Source: an optimization exercise on an open RTL-to-GDS flow (aim: small area and a short achievable clock period). Production flows keep margins and buffers that such runs may drop. Function was checked by simulation only, so behaviour that the tests miss may differ from the original. No activity file was given, so power comes from the tool's default toggle rates.

--- flow/config.mk ---
export PLATFORM = sky130hd
export DESIGN_NAME = leaf_stream_bridge
export DESIGN_NICKNAME = leaf_stream_bridge
export VERILOG_FILES = /design/flow/design.v
export SDC_FILE = /design/flow/constraint.sdc
export NUM_CORES = 4
export LEC_CHECK = 0
export CAP_MARGIN = 20
export CORE_MARGIN = 2
export CORE_UTILIZATION = 60
export SETUP_SLACK_MARGIN = 1.8
export SLEW_MARGIN = 20
--- flow/constraint.sdc ---
create_clock -name core_clock -period 4.5 [get_ports {clk}]
set_input_delay 0.9000 -clock core_clock [delete_from_list [all_inputs] [get_ports {clk}]]
set_output_delay 0.9000 -clock core_clock [all_outputs]
set_load 0.01 [all_outputs]
--- flow/design.v ---
module leaf_stream_fifo #(
  parameter int WIDTH = 32
) (
  input  logic             clk,
  input  logic             ap_rst_n,
  input  logic             flush,
  input  logic             clr,         
  input  logic [WIDTH-1:0] wr_data,
  input  logic             wr_valid,
  output logic             wr_ready,
  output logic [WIDTH-1:0] rd_data,
  output logic             rd_valid,
  input  logic             rd_ready,
  output logic [4:0]       level,
  output logic             pop,
  output logic             valid_next
);
  logic [4:0]       count;
  logic             vld_q;     
  logic             rdy_q;     
  logic             two_q;     
  logic [WIDTH-1:0] head;
  logic [WIDTH-1:0] store [15];
  logic             push;
  logic             ld_in;
  logic             ld_st;
  logic             st_we;
  logic [4:0]       count_d;
  logic [WIDTH-1:0] st_out;
  logic [WIDTH-1:0] head_d;
  assign wr_ready = rdy_q & ~flush;
  assign rd_valid = vld_q;
  assign rd_data  = head;
  assign level    = count;
  assign push  = wr_valid & rdy_q & ~flush;
  assign pop   = vld_q & rd_ready & ~flush;
  assign ld_in = push & (~vld_q | (~two_q & pop));
  assign ld_st = pop & two_q;
  assign st_we = push & ~ld_in;
  always_comb begin
    st_out = '0;
    for (int k = 0; k < 15; k++) begin
      st_out = st_out | ({WIDTH{count == 5'(k + 2)}} & store[k]);
    end
  end
  assign head_d = two_q ? st_out : wr_data;
  always_comb begin
    count_d = count;
    if (flush)            count_d = '0;
    else if (push & ~pop) count_d = count + 5'd1;
    else if (pop & ~push) count_d = count - 5'd1;
  end
  assign valid_next = (count_d != 5'd0);
  always_ff @(posedge clk) begin
    if (ld_in | ld_st) head <= head_d;
  end
  always_ff @(posedge clk) begin
    if (st_we) store[0] <= wr_data;
  end
  for (genvar k = 1; k < 15; k++) begin : g_row
    always_ff @(posedge clk) begin
      if (st_we) store[k] <= store[k-1];
    end
  end
  always_ff @(posedge clk or negedge ap_rst_n) begin
    if (!ap_rst_n) begin
      count <= '0;
      vld_q <= 1'b0;
      rdy_q <= 1'b0;
    end else begin
      count <= count_d;
      vld_q <= (count_d != 5'd0);
      rdy_q <= (count_d != 5'd16);
    end
  end
  always_ff @(posedge clk) begin
    if (clr) begin
      two_q <= 1'b0;
    end else begin
      two_q <= (count_d > 5'd1);
    end
  end
endmodule
module leaf_stream_bridge #(
  parameter int NUM_IN_PORTS  = 2,
  parameter int NUM_OUT_PORTS = 2,
  parameter int PAYLOAD_BITS  = 32,
  parameter int FIFO_DEPTH    = 16,
  parameter int CNT_BITS      = $clog2(FIFO_DEPTH) + 1
) (
  input  logic                              clk,
  input  logic                              ap_rst_n,
  input  logic                              flush,
  input  logic [15:0]                       frame_len,
  input  logic [NUM_IN_PORTS*PAYLOAD_BITS-1:0]  dout_leaf_interface2user,
  input  logic [NUM_IN_PORTS-1:0]               vld_interface2user,
  output logic [NUM_IN_PORTS-1:0]               ack_user2interface,
  output logic [NUM_OUT_PORTS*PAYLOAD_BITS-1:0] din_leaf_user2interface,
  output logic [NUM_OUT_PORTS-1:0]              vld_user2interface,
  input  logic [NUM_OUT_PORTS-1:0]              ack_interface2user,
  output logic [NUM_IN_PORTS*PAYLOAD_BITS-1:0]  Input_TDATA,
  output logic [NUM_IN_PORTS-1:0]               Input_TVALID,
  output logic [NUM_IN_PORTS-1:0]               Input_TLAST,
  input  logic [NUM_IN_PORTS-1:0]               Input_TREADY,
  input  logic [NUM_OUT_PORTS*PAYLOAD_BITS-1:0] Output_TDATA,
  input  logic [NUM_OUT_PORTS-1:0]              Output_TVALID,
  output logic [NUM_OUT_PORTS-1:0]              Output_TREADY,
  output logic [NUM_IN_PORTS*CNT_BITS-1:0]  in_level,
  output logic [NUM_OUT_PORTS*CNT_BITS-1:0] out_level
);
  logic rst_done;
  logic clr;
  always_ff @(posedge clk or negedge ap_rst_n) begin
    if (!ap_rst_n) begin
      rst_done <= 1'b0;
    end else begin
      rst_done <= 1'b1;
    end
  end
  assign clr = flush | ~rst_done;
  for (genvar i = 0; i < NUM_IN_PORTS; i++) begin : g_in
    logic        pop;
    logic        valid_next;
    logic        tlast;
    logic [15:0] wnext;
    logic [15:0] wnext_d;
    logic        wnz_d;
    logic        en_d;
    logic [15:1] cmp_n;
    logic        cmp0_hi;
    logic        cmp0_lo;
    logic        match0;
    leaf_stream_fifo #(
      .WIDTH (PAYLOAD_BITS)
    ) u_fifo (
      .clk        (clk),
      .ap_rst_n   (ap_rst_n),
      .flush      (flush),
      .clr        (clr),
      .wr_data    (dout_leaf_interface2user[i*PAYLOAD_BITS +: PAYLOAD_BITS]),
      .wr_valid   (vld_interface2user[i]),
      .wr_ready   (ack_user2interface[i]),
      .rd_data    (Input_TDATA[i*PAYLOAD_BITS +: PAYLOAD_BITS]),
      .rd_valid   (Input_TVALID[i]),
      .rd_ready   (Input_TREADY[i]),
      .level      (in_level[i*CNT_BITS +: CNT_BITS]),
      .pop        (pop),
      .valid_next (valid_next)
    );
    assign match0 = frame_len[0] ? cmp0_hi : cmp0_lo;
    assign Input_TLAST[i] = match0 & ((frame_len[15:1] ^ cmp_n) == 15'h7fff);
    assign tlast = (cmp0_hi | cmp0_lo) & (frame_len == wnext);
    always_comb begin
      wnext_d = wnext;
      if (clr)      wnext_d = 16'd1;
      else if (pop) wnext_d = tlast ? 16'd1 : wnext + 16'd1;
    end
    assign wnz_d = clr | (pop ? (tlast | ~(&wnext)) : (|wnext));
    assign en_d  = valid_next & wnz_d;
    always_ff @(posedge clk) begin
      wnext <= wnext_d;
      cmp_n <= ~wnext_d[15:1];
    end
    always_ff @(posedge clk or negedge ap_rst_n) begin
      if (!ap_rst_n) begin
        cmp0_hi <= 1'b0;
        cmp0_lo <= 1'b0;
      end else begin
        cmp0_hi <= en_d & wnext_d[0];
        cmp0_lo <= en_d & ~wnext_d[0];
      end
    end
  end
  for (genvar j = 0; j < NUM_OUT_PORTS; j++) begin : g_out
    logic pop;
    logic valid_next;
    leaf_stream_fifo #(
      .WIDTH (PAYLOAD_BITS)
    ) u_fifo (
      .clk        (clk),
      .ap_rst_n   (ap_rst_n),
      .flush      (flush),
      .clr        (clr),
      .wr_data    (Output_TDATA[j*PAYLOAD_BITS +: PAYLOAD_BITS]),
      .wr_valid   (Output_TVALID[j]),
      .wr_ready   (Output_TREADY[j]),
      .rd_data    (din_leaf_user2interface[j*PAYLOAD_BITS +: PAYLOAD_BITS]),
      .rd_valid   (vld_user2interface[j]),
      .rd_ready   (ack_interface2user[j]),
      .level      (out_level[j*CNT_BITS +: CNT_BITS]),
      .pop        (pop),
      .valid_next (valid_next)
    );
  end
endmodule
--- flow/flow/run.sh ---
#!/bin/bash
set -euo pipefail
cd "$(dirname "$0")/.."
export IO_CONSTRAINTS="$PWD/flow/io.tcl"
export BUFFER_PORTS_ARGS="-buffer_cell sky130_fd_sc_hd__buf_2"
bash standard.sh > standard_flow.log 2>&1
--- flow/flow/io.tcl ---
set_io_pin_constraint -group -order -pin_names {frame_len[0] frame_len[1] frame_len[2] frame_len[3] frame_len[4] frame_len[5] frame_len[6] frame_len[7] Input_TLAST[0] Input_TLAST[1] ack_user2interface[0] flush ack_user2interface[1] Output_TREADY[0] Output_TREADY[1] frame_len[8] frame_len[9] frame_len[10] frame_len[11] frame_len[12] frame_len[13] frame_len[14] frame_len[15]}
--- flow/standard.sh ---
#!/bin/bash
# synth_recipe.tcl (not shown) runs the flow's synth.tcl, then flattens the netlist and writes it again
# the make line also repeats each setting of config.mk as NAME=value (left out here)
make -C /OpenROAD-flow-scripts/flow DESIGN_CONFIG=/design/flow/config.mk WORK_HOME=/design/flow/orfs CLKGATE_MAP_FILE= SYNTH_SCRIPT=/design/flow/synth_recipe.tcl "${@:-finish}"
==> flow_summary.yaml, run 1 <==
clock_network:
  cts_buffer_depth: 3
  postCtsHoldBufs: 0
  cts.sinks: 2147
  cts_tree: "done"
  path_clk_slew_ns: 0.06
  h-tree-depth: 4
  root_buffer: "clkbuf_16"
  worstSkewPairLatency_ns: 0.80
  cts_buffers: 206
outcome:
  outcome: "timing/DRC/antenna clean"
die:
  die_area_um2: 136000
  top_level_ports: 313
  core_area_um2: 132000
  placementRows: 133
  die_h_um: 369
  initial_core_util: 0.606
  dieWidth_um: 369
sta:
  finalSetupViolations: 0
  rsz0062_at_grt: "true"
  fin_crit_sh: 0.657
  tightest_slew_ns: 1.00
  relSlewSlack: 0.328
  hold_viol_final: 0
  timing.fmax_mhz: 338
  fin_setup_tns_ns: 0
  skew_ns: 0.0224
  fin_crit_ns: 2.96
  drv_slew: 0
routing:
  drc: 0
  num_vias: 46300
  wl_per_cell_um: 28.8
  totalWireLength_mm: 202
  drtAntennaViolNets: 0
  via_per_inst: 6.60
  dr.pass1.iters: 10
  first_iter_violations: 6652
logic_synthesis:
  yosysUniqueCellTypes: 88
  yosys_register_bits: 2147
  ys_async_sr_fraction: 0.0154
  ys.flop_type: "edfxtp_1"
  yosys.area.top_type: "edfxtp_1"
  syn_nets: 4801
  avgSynthCellArea_um2: 17.3
  netlist.area_leader.share: 0.770
  seq_area_frac_synth: 0.797
  netlist_instances: 4618
  syn-cell-area_um2: 79900
  synthTopCellsByArea: "edfxtp_1 77%, a221oi_1 2.4%, a22oi_1 2.0%"
  yosys_warnings: 3
  synth_edf_count: 2048
power_and_ir_drop:
  pwr-share-comb: 0.121
  clock_power_share: 0.351
  p_per_area_nw_per_um2: 515
  finalPower_mw: 47.1
  leakage_nw: 29.5
  peakVddDrop_mv: 0.342
  sequentialPowerShare: 0.528
  switching_share: 0.254
  p_sw_mw: 12.0
  internal_power_mw: 35.1
worst_setup_path:
  worstPathCellList: "buf_2 > xor2_1 > nand4_1 > nor4_2 > buf_4 > buf_6"
  end_kind: "primary output"
  cp_slowest_cell: "nor4_2"
  start_kind: "input port"
  worstPathMaxFanout: 4
  cp.arrival_ns: 2.06
  worstSetupPathType: "in -> out"
  cp.required_ns: 3.60
  cp_slowest_stage_delay_ns: 0.28
cells_and_area:
  final_cell_mix: "2,048 x edfxtp_1, 376 x nand2_1, 311 x buf_2, 214 x a221oi_1, 213 x clkbuf_16"
  nets: 5278
  fillCellCount: 8816
  layout_commonest_cell: "edfxtp_1"
  syn_to_final_growth_pct: 14.5
  drive_gt1_frac: 0.181
  finalInstanceArea_um2: 91500
global_routing:
  track_usage: 0.292
  grt_pass1_vias: 44900
  grt_overflow_total: 0
  grt_pass1_wl_mm: 294
  antenna_found_initial: 17
  grt_max_degree: 137
placed_design:
  routabilityCongestion: 0.855
  dp_hpwl_mm: 118
  io_buffers: 312
  place_area_um2: 84400
min_path:
  worstHoldPathType: "in -> async"
run:
  max-cap-violations: 0
logic make-up (layout without fill, tap and decap cells):
logic type	count (synthesis)	in the layout	share of synthesized area
fa+ha+maj	29	29	0.00451
buf+inv	287	926	0.0157
xor+xnor	97	97	0.0108
other cells	1	2	0.0000469
mux	134	134	0.0171
simple gates	944	945	0.0572
compound gates	979	979	0.0981
flops	2147	2147	0.797
worst max-delay path: cells and delay by family:
| family | cells | cell delay, ns |
|---|---|---|
| XOR/XNOR | 1 | 0.20 |
| buffers and inverters | 3 | 0.53 |
| AND/OR/NAND/NOR | 2 | 0.41 |
area by class of cell:
type	count	area (um2)	area share
inverter	39	146	0.00160
antenna	1	2.50	0.0000273
clock inverter	113	857	0.00937
multi-input combinational	2185	15500	0.170
tap	1755	2200	0.0240
timing repair buffer	516	3580	0.0391
clock buffer	258	5500	0.0601
sequential	2147	63700	0.696
power by group through the flow:
stage / Combinational (mW) / Sequential, mW / Clock (mW)
2_1_floorplan: 3.20 / 25.6 / 0
3_3_place_gp: 5.25 / 25.3 / 0
3_5_place_dp: 5.29 / 25.3 / 0
4_1_cts: 5.51 / 24.9 / 16.8
5_1_grt: 6.08 / 25.0 / 17.5
6_report: 5.69 / 24.9 / 16.5
Yosys cell counts (11+ instances only):
master and number:
xnor2_1 18, nand2b_1 16, a221oi_1 217, a31oi_1 49, a22oi_1 213, nand4_1 96
dfrtp_1 33, nor3_1 32, a2111oi_0 14, xor2_1 78, nor4_1 14, buf_1 14
edfxtp_1 2048, nor2b_1 16, nand3_1 84, a211oi_1 14, a221o_1 11, ha_1 28
nor2_1 175, a21oi_1 81, buf_4 12, mux2_2 18, and3_1 48, o22a_1 51
clkbuf_1 129, nand2_1 377, or2_2 18, o2bb2ai_1 16, o21ai_0 52, o211ai_1 11
a22o_1 112, a222oi_1 76, mux2i_1 116, dfxtp_1 66, inv_1 39, buf_2 91
sequential cells by signal, indices dropped and copies added, names as in the netlist, 10 cells and up:
register and cells:
g_in.u_fifo.store 960, g_out.u_fifo.store 960, g_in.u_fifo.head 64, g_out.u_fifo.head 64
g_in.wnext 32, g_in.cmp_n 30, g_in.u_fifo.count 10, g_out.u_fifo.count 10
final timing paths:
kind                                                   start                            to  slack (ns)  cells after the start
worst max-delay path                            frame_len[6]                Input_TLAST[1]        1.54                      6
max in group asynchronous                           ap_rst_n      g_out[1].u_fifo.count[3]        3.53                      1
worst min register to register  g_out[1].u_fifo.store[2][31]  g_out[1].u_fifo.store[3][31]        0.44                      0
worst min-delay path                                ap_rst_n       g_in[0].u_fifo.count[3]        0.23                      1
worst max register to register      g_out[0].u_fifo.count[0]       g_out[0].u_fifo.head[8]        1.85                      7
min in group core_clock         dout_leaf_interface2user[58]   g_in[1].u_fifo.store[0][26]        0.29                      1
routing by layer:
layer / up-vias / share of wire / GRT usage
met5: - / 0.00052 / 0
met3: 343 / 0.10 / 0.0658
li1: 19800 / - / -
met4: 18 / 0.020 / 0.0702
met1: 23700 / 0.42 / 0.445
met2: 2488 / 0.45 / 0.432
metrics by stage:
step / setup slack [ns] / instances / hold WS [ns] / utilization
4_1_cts: 1.52 / 6987 / 0.216 / 0.692
3_5_place_dp: 1.18 / 6589 / 0.427 / 0.640
5_1_grt: 1.44 / 7014 / 0.250 / 0.694
3_3_place_gp: 1.19 / 6589 / 0.423 / 0.640
6_report: 1.54 / 7014 / 0.233 / 0.694
2_1_floorplan: -12.34 / 4618 / 0.420 / -
timing repair:
item,CTS,global route
buffers inserted,27,24
setup endpoints to repair,133,195
gates cloned,0,2
resized for setup,54,40
pin swaps,10,8
==> run 2, diff against run 1 <==
--- a/flow/config.mk
+++ b/flow/config.mk
@@ -8,5 +8,7 @@
 export CAP_MARGIN = 20
 export CORE_MARGIN = 2
-export CORE_UTILIZATION = 60
-export SETUP_SLACK_MARGIN = 1.8
+export CORE_UTILIZATION = 66
+export CTS_CLUSTER_DIAMETER = 70
+export CTS_CLUSTER_SIZE = 25
+export SETUP_SLACK_MARGIN = 1.6
 export SLEW_MARGIN = 20
==> run 2 against run 1 <==
Against the previous run: via count shrank 1.5%; largest cell class unchanged; register-to-register slack lost 0.18 ns; synthesized cell count is the same; clock skew grew 0.012 ns; flip-flop and latch count is the same; clock power shrank 27%; utilization grew 4.3 points; critical path type unchanged; routed wire length shrank 4.7%; combinational power shrank 5.3%.
==> flow_summary.yaml, run 2 <==
global_routing:
  grt_pass1_wl_mm: 285
  grt_max_degree: 141
  antenna_found_initial: 21
  grt_pass1_vias: 44300
  grt_overflow_total: 0
  track_usage: 0.306
routing:
  route.met2.wl_mm: 88.3
  first_iter_violations: 6451
  m1WireLength_mm: 78.7
  route.met3.wl_mm: 20.6
  dr.pass1.iters: 6
  highest_layer: "met5"
  drtAntennaViolNets: 0
  drc: 0
  num_vias: 45600
  via_per_inst: 6.82
  wl_per_cell_um: 28.9
  totalWireLength_mm: 193
cells_and_area:
  multiInputGateArea_um2: 15400
  fillCellCount: 7343
  layout_commonest_cell: "edfxtp_1"
  post-route-util: 0.738
  largestRegisters: "g_in.u_fifo.store: 960 flops, g_out.u_fifo.store: 960 flops"
  finalInstanceArea_um2: 88500
  final_cell_mix: "2,048 x edfxtp_1, 377 x nand2_1, 308 x buf_2, 214 x a221oi_1, 213 x a22oi_1"
  final-seq-area_um2: 63700
  syn_to_final_growth_pct: 10.8
  nets: 5154
  drive_gt1_frac: 0.159
sta:
  fin_crit_ns: 2.91
  timing.fmax_mhz: 344
  rsz0062_at_grt: "true"
  tightest_slew_ns: 1.14
  skew_ns: 0.0342
  relSlewSlack: 0.239
  fin_crit_sh: 0.646
  drv_slew: 0
  finalSetupViolations: 0
  fin_setup_tns_ns: 0
  hold_viol_final: 0
clock_network:
  path_clk_slew_ns: 0.10
  postCtsHoldBufs: 0
  cts.sinks: 2147
  cts_buffer_depth: 3
  cts_tree: "done"
  cts_buffers: 114
  root_buffer: "clkbuf_16"
  h-tree-depth: 3
  worstSkewPairLatency_ns: 0.75
die:
  die_h_um: 352
  dieWidth_um: 352
  placementRows: 127
  top_level_ports: 313
  initial_core_util: 0.666
  core_area_um2: 120000
  die_area_um2: 124000
logic_synthesis:
  synth_edf_count: 2048
  syn-cell-area_um2: 79900
  yosys_warnings: 3
  ys_async_sr_fraction: 0.0154
  synth_top_family_by_area: "compound AO/OA/AOI/OAI gates"
  avgSynthCellArea_um2: 17.3
  yosys.area.top_type: "edfxtp_1"
  netlist_instances: 4618
  ys.flop_type: "edfxtp_1"
  synth-compound-area-share: 0.0981
  yosys.area_share.simple: 0.0572
  synthTopCellsByArea: "edfxtp_1 77%, a221oi_1 2.4%, a22oi_1 2.0%"
  synth-xor-area-share: 0.0108
  muxShareOfSynthArea: 0.0171
  yosysUniqueCellTypes: 88
  netlist.area_leader.share: 0.770
  syn_nets: 4801
  yosys_register_bits: 2147
  synthAdderAreaFrac: 0.00451
  netlist_top_cells_count: "2,048 x edfxtp_1, 377 x nand2_1, 217 x a221oi_1"
  seq_area_frac_synth: 0.797
  yosysMostFrequentCell: "edfxtp_1"
worst_setup_path:
  worstPathCellList: "buf_2 > xor2_1 > nand4_1 > nor4_2 > buf_4 > buf_6"
  worstPathMaxFanout: 4
  reg2reg_to: "g_in[0].u_fifo.head[17]"
  cp_slowest_stage_delay_ns: 0.27
  critPathTopFamily: "buffers and inverters"
  r2r_cells: 8
  end_kind: "primary output"
  r2r-start: "g_in[0].u_fifo.count[4]"
  worst-path-buf-inv: 3
  r2r_setup_slack_ns: 1.67
  cp.required_ns: 3.60
  start_kind: "input port"
  cp_slowest_cell: "nor4_2"
  worstSetupPathType: "in -> out"
  cp.arrival_ns: 2.01
power_and_ir_drop:
  peakVddDrop_mv: 0.420
  leakage_nw: 28.1
  finalPower_mw: 42.3
  p_per_area_nw_per_um2: 478
placed_design:
  io_buffers: 312
  place_area_um2: 84200
  dp_hpwl_mm: 116
  routabilityCongestion: 0.872
min_path:
  worstHoldPathType: "in -> async"
run:
  max-cap-violations: 0
outcome:
  outcome: "timing/DRC/antenna clean"
-- run 2: power by group --
group          total (mW)  switching, mW  internal (mW)
sequential           24.9           1.01           23.9
clock                12.1           6.60           5.48
combinational        5.39           3.57           1.82
-- run 2: logic make-up (layout without fill, tap and decap cells) --
family / Yosys count / count (layout)
XOR/XNOR: 97 / 97
multiplexers: 134 / 134
AO/OA/AOI/OAI: 979 / 979
adder cells (fa/ha/maj): 29 / 29
flip-flops: 2147 / 2147
other: 1 / 9
AND/OR/NAND/NOR: 944 / 944
buffers and inverters: 287 / 731
-- run 2: worst max path at each step --
stage               cells past startpoint               startpoint                            to  slack, ns
floorplan                               4                    flush   g_out[1].u_fifo.store[0][0]     -12.34
global placement                        4                    flush  g_in[0].u_fifo.store[12][22]       1.05
detailed placement                      4                    flush  g_in[0].u_fifo.store[14][22]       1.02
CTS                                     8  g_in[1].u_fifo.count[0]       g_in[1].u_fifo.head[25]       1.54
global route                            5        g_in[1].cmp_n[10]                Input_TLAST[1]       1.51
finish                                  6             frame_len[4]                Input_TLAST[1]       1.59
-- run 2: cell type report --
class	instances	share of cell area
Tap cell	1612	0.0228
Clock inverter	71	0.00898
Antenna cell	8	0.000226
Multi-Input combinational cell	2184	0.174
Inverter	39	0.00165
Timing Repair Buffer	485	0.0375
Clock buffer	136	0.0349
Sequential cell	2147	0.720
-- run 2: per-stage QoR --
step                      setup WS, ns  instances  hold WS (ns)
after global routing              1.51       6682         0.269
after detailed placement          1.02       6451         0.431
after CTS                         1.54       6669         0.229
after floorplan                 -12.34       4618         0.420
after global placement            1.05       6451         0.423
final                             1.59       6682         0.233
-- run 2: what timing repair did --
action,in CTS,in global routing
pin swaps,6,3
gates resized for setup,27,26
endpoints found under the hold margin,0,0
buffers inserted,11,5
setup endpoints to repair,95,47
-- run 2: layer usage --
metal  track usage  vias to the layer above
met5             0                        -
met4        0.0809                       18
met3        0.0582                      352
met2         0.463                     2751
met1         0.466                    23000
li1              -                    19400
==> run 3, diff against run 2 <==
--- a/flow/design.v
+++ b/flow/design.v
@@ -19,4 +19,7 @@
   logic             vld_q;     
   logic             rdy_q;     
+  logic [4:0]       count_n;
+  logic             vld_n;
+  logic             rdy_n;
   logic             two_q;     
   logic [WIDTH-1:0] head;
@@ -33,21 +36,23 @@
   assign rd_data  = head;
   assign level    = count;
-  assign push  = wr_valid & rdy_q & ~flush;
-  assign pop   = vld_q & rd_ready & ~flush;
-  assign ld_in = push & (~vld_q | (~two_q & pop));
+  assign push  = wr_valid & ~rdy_n & ~flush;
+  assign pop   = ~vld_n & rd_ready & ~flush;
+  assign ld_in = push & (vld_n | (~two_q & pop));
   assign ld_st = pop & two_q;
   assign st_we = push & ~ld_in;
+  logic [4:0] count_i;
+  assign count_i = ~count_n;
   always_comb begin
     st_out = '0;
     for (int k = 0; k < 15; k++) begin
-      st_out = st_out | ({WIDTH{count == 5'(k + 2)}} & store[k]);
+      st_out = st_out | ({WIDTH{count_i == 5'(k + 2)}} & store[k]);
     end
   end
   assign head_d = two_q ? st_out : wr_data;
   always_comb begin
-    count_d = count;
+    count_d = count_i;
     if (flush)            count_d = '0;
-    else if (push & ~pop) count_d = count + 5'd1;
-    else if (pop & ~push) count_d = count - 5'd1;
+    else if (push & ~pop) count_d = count_i + 5'd1;
+    else if (pop & ~push) count_d = count_i - 5'd1;
   end
   assign valid_next = (count_d != 5'd0);
@@ -65,11 +70,17 @@
   always_ff @(posedge clk or negedge ap_rst_n) begin
     if (!ap_rst_n) begin
-      count <= '0;
-      vld_q <= 1'b0;
-      rdy_q <= 1'b0;
+      count   <= '0;
+      vld_q   <= 1'b0;
+      rdy_q   <= 1'b0;
+      count_n <= '1;
+      vld_n   <= 1'b1;
+      rdy_n   <= 1'b1;
     end else begin
-      count <= count_d;
-      vld_q <= (count_d != 5'd0);
-      rdy_q <= (count_d != 5'd16);
+      count   <= count_d;
+      vld_q   <= (count_d != 5'd0);
+      rdy_q   <= (count_d != 5'd16);
+      count_n <= ~count_d;
+      vld_n   <= (count_d == 5'd0);
+      rdy_n   <= (count_d == 5'd16);
     end
   end
@@ -149,6 +160,6 @@
     );
     assign match0 = frame_len[0] ? cmp0_hi : cmp0_lo;
-    assign Input_TLAST[i] = match0 & ((frame_len[15:1] ^ cmp_n) == 15'h7fff);
-    assign tlast = (cmp0_hi | cmp0_lo) & (frame_len == wnext);
+    assign tlast  = match0 & ((frame_len[15:1] ^ cmp_n) == 15'h7fff);
+    assign Input_TLAST[i] = tlast;
     always_comb begin
       wnext_d = wnext;
==> flow/flow/run.sh (replaced) <==
#!/bin/bash
set -euo pipefail
cd "$(dirname "$0")/.."
export IO_CONSTRAINTS="$PWD/flow/io.tcl"
export BUFFER_PORTS_ARGS="-buffer_cell sky130_fd_sc_hd__buf_1"
bash standard.sh > standard_flow.log 2>&1
--- a/flow/config.mk
+++ b/flow/config.mk
@@ -6,9 +6,9 @@
 export NUM_CORES = 4
 export LEC_CHECK = 0
-export CAP_MARGIN = 20
+export CAP_MARGIN = 10
 export CORE_MARGIN = 2
 export CORE_UTILIZATION = 66
 export CTS_CLUSTER_DIAMETER = 70
 export CTS_CLUSTER_SIZE = 25
-export SETUP_SLACK_MARGIN = 1.6
-export SLEW_MARGIN = 20
+export SETUP_SLACK_MARGIN = 1.8
+export SLEW_MARGIN = 10
==> run 3 against run 2 <==
Against the previous run: largest power group unchanged; still clean; cell count fell by 0.43%; register-to-register slack improved by 0.15 ns; power rose by 3.3%; hold slack improved by 0.055 ns.
==> flow_summary.yaml, run 3 <==
sta:
  skew_ns: 0.0286
  fin_setup_tns_ns: 0
  whs_ns: 0.288
  tightest_slew_ns: 1.09
  hold_viol_final: 0
  relSlewSlack: 0.270
  fin_crit_sh: 0.638
  rsz0062_at_grt: "true"
  timing.fmax_mhz: 348
  fin_crit_ns: 2.87
  finalSetupViolations: 0
  drv_slew: 0
worst_setup_path:
  worst-path-buf-inv: 2
  cp_slowest_cell: "dfxtp_4"
  r2r_setup_slack_ns: 1.82
  cp.required_ns: 3.60
  critPathTopFamily: "simple AND/OR/NAND/NOR gates"
  start_kind: "flip-flop"
  worstPathMaxFanout: 2
  worstPathCellList: "xnor2_2 > nor4_2 > nand4_1 > inv_1 > buf_6"
  cp.arrival_ns: 1.97
  cp_slowest_stage_delay_ns: 0.39
  worstSetupPathType: "reg -> out"
  end_kind: "primary output"
power_and_ir_drop:
  finalPower_mw: 43.7
  peakVddDrop_mv: 0.434
  leakage_nw: 28.1
  p_per_area_nw_per_um2: 493
logic_synthesis:
  seq_area_frac_synth: 0.804
  yosys.area.top_type: "edfxtp_1"
  synthTopCellsByArea: "edfxtp_1 77%, a22oi_1 3.6%, a221oi_1 1.8%"
  yosys_register_bits: 2175
  avgSynthCellArea_um2: 17.6
  yosysMostFrequentCell: "edfxtp_1"
  syn-cell-area_um2: 80000
  netlist.area_leader.share: 0.768
  ys_async_sr_fraction: 0.0280
  yosysUniqueCellTypes: 88
  synth_edf_count: 2048
  syn_nets: 4740
  ys.flop_type: "edfxtp_1"
  yosys_warnings: 3
  netlist_top_cells_count: "2,048 x edfxtp_1, 379 x a22oi_1, 277 x nand2_1"
  netlist_instances: 4557
outcome:
  outcome: "timing/DRC/antenna clean"
global_routing:
  grt_overflow_total: 0
  track_usage: 0.311
  antenna_found_initial: 23
  grt_pass1_vias: 44200
  grt_pass1_wl_mm: 288
  grt_max_degree: 198
cells_and_area:
  layout_commonest_cell: "edfxtp_1"
  final_cell_mix: "2,048 x edfxtp_1, 379 x a22oi_1, 308 x buf_1, 268 x nand2_1, 152 x a221oi_1"
  drive_gt1_frac: 0.124
  syn_to_final_growth_pct: 10.9
  largestRegisters: "g_in.u_fifo.store: 960 flops, g_out.u_fifo.store: 960 flops"
  nets: 5117
clock_network:
  cts_tree: "done"
  worstSkewPairLatency_ns: 0.76
  cts.sinks: 2175
  h-tree-depth: 3
  path_clk_slew_ns: 0.09
  cts_buffers: 116
  root_buffer: "clkbuf_16"
  cts_buffer_depth: 3
run:
  max-cap-violations: 0
die:
  dieWidth_um: 352
  top_level_ports: 313
  die_h_um: 352
  core_area_um2: 120000
  die_area_um2: 124000
  placementRows: 127
  initial_core_util: 0.666
routing:
  drc: 0
  via_per_inst: 6.88
  wl_per_cell_um: 29.8
  num_vias: 45700
  first_iter_violations: 6849
  drtAntennaViolNets: 0
  dr.pass1.iters: 9
  totalWireLength_mm: 198
placed_design:
  routabilityCongestion: 0.926
  dp_hpwl_mm: 116
  io_buffers: 312
min_path:
  worstHoldPathType: "in -> async"
run 3: layout make-up:
| class | instances | area (um2) |
|---|---|---|
| diodes | 9 | 22.5 |
| clock buffers | 144 | 3140 |
| clock inverters | 72 | 790 |
| fillers | 7406 | 31400 |
| inverters | 57 | 214 |
| multi-input cells | 2079 | 15100 |
| flip-flops and latches | 2175 | 64400 |
| well taps | 1612 | 2020 |
| repair buffers | 505 | 3030 |
run 3: routing by layer:
layer	wire length [um]	vias to the layer above	global-route usage
met1	80400	23300	0.475
met5	120	-	0
li1	-	19300	-
met2	90600	2719	0.466
met4	5400	20	0.0841
met3	21700	378	0.0648
run 3: per-stage QoR:
stage,setup WS [ns],util,cells,area (um2)
3_3_place_gp,1.27,0.697,6368,83700
5_1_grt,1.54,0.739,6651,88700
6_report,1.63,0.739,6653,88700
3_5_place_dp,1.26,0.697,6368,83700
4_1_cts,1.64,0.735,6621,88200
2_1_floorplan,-13.13,-,4557,80200
run 3: repair_timing:
action,CTS,global route
cloned,2,3
gates resized for setup,99,71
setup endpoints to repair,136,104
pin swaps,14,15
hold buffers,0,0
setup buffers,35,20
run 3: final timing paths:
kind | start | endpoint | cells past startpoint
max in group asynchronous | ap_rst_n | g_in[0].cmp0_lo | 1
max reg2reg | g_in[0].u_fifo.count_n[3] | g_in[0].u_fifo.head[6] | 8
min reg2reg | g_out[0].u_fifo.store[2][8] | g_out[0].u_fifo.store[3][8] | 0
min in group core_clock | dout_leaf_interface2user[1] | g_in[0].u_fifo.store[0][1] | 1
max | g_in[0].cmp_n[7] | Input_TLAST[0] | 5
min | ap_rst_n | g_in[0].u_fifo.count[3] | 1
run 3: cell families after synthesis:
family          share of synthesized area
compound gates                      0.104
xor+xnor                          0.00728
fa+ha+maj                         0.00450
buf+inv                            0.0164
flops                               0.804
mux                                0.0115
other cells                     0.0000469
simple gates                       0.0517
run 3: power by group:
| group | internal, mW | switching [mW] |
|---|---|---|
| registers | 24.3 | 1.03 |
| clock network | 5.50 | 6.71 |
| logic | 1.97 | 4.16 |
| total | 31.8 | 11.9 |

[separate check: timing with driven ports]
The flow's constraints put no driver on any port. The routed layouts listed below were extracted and timed again, unchanged, in two steps.
Step 1, drivers: a clkbuf_16 drives clk and a buf_2 each remaining input, both assumed.
Step 2 times the ports against the registers' clock, not the clock port: input delays grow and output delays shrink by t, the midpoint of the rising clock arrivals with the driver on.
Three values: ideal, step 1, step 2; two values: the first two.
run	t, ns	setup slack, ns	worst setup path after step 2	worst register clock-pin slew, ns
run 1	0.869	1.545 / 1.482 / 1.158	input to register	0.07 / 0.07
run 2	0.814	1.595 / 1.548 / 1.129	input to register	0.10 / 0.10
run 3	0.822	1.627 / 1.548 / 1.202	input to register	0.10 / 0.10
After both steps setup and hold are still met in every run listed. For run 2, which loses most, drivers alone change the setup slack by -0.047 ns; drivers and shift together by -0.466 ns.
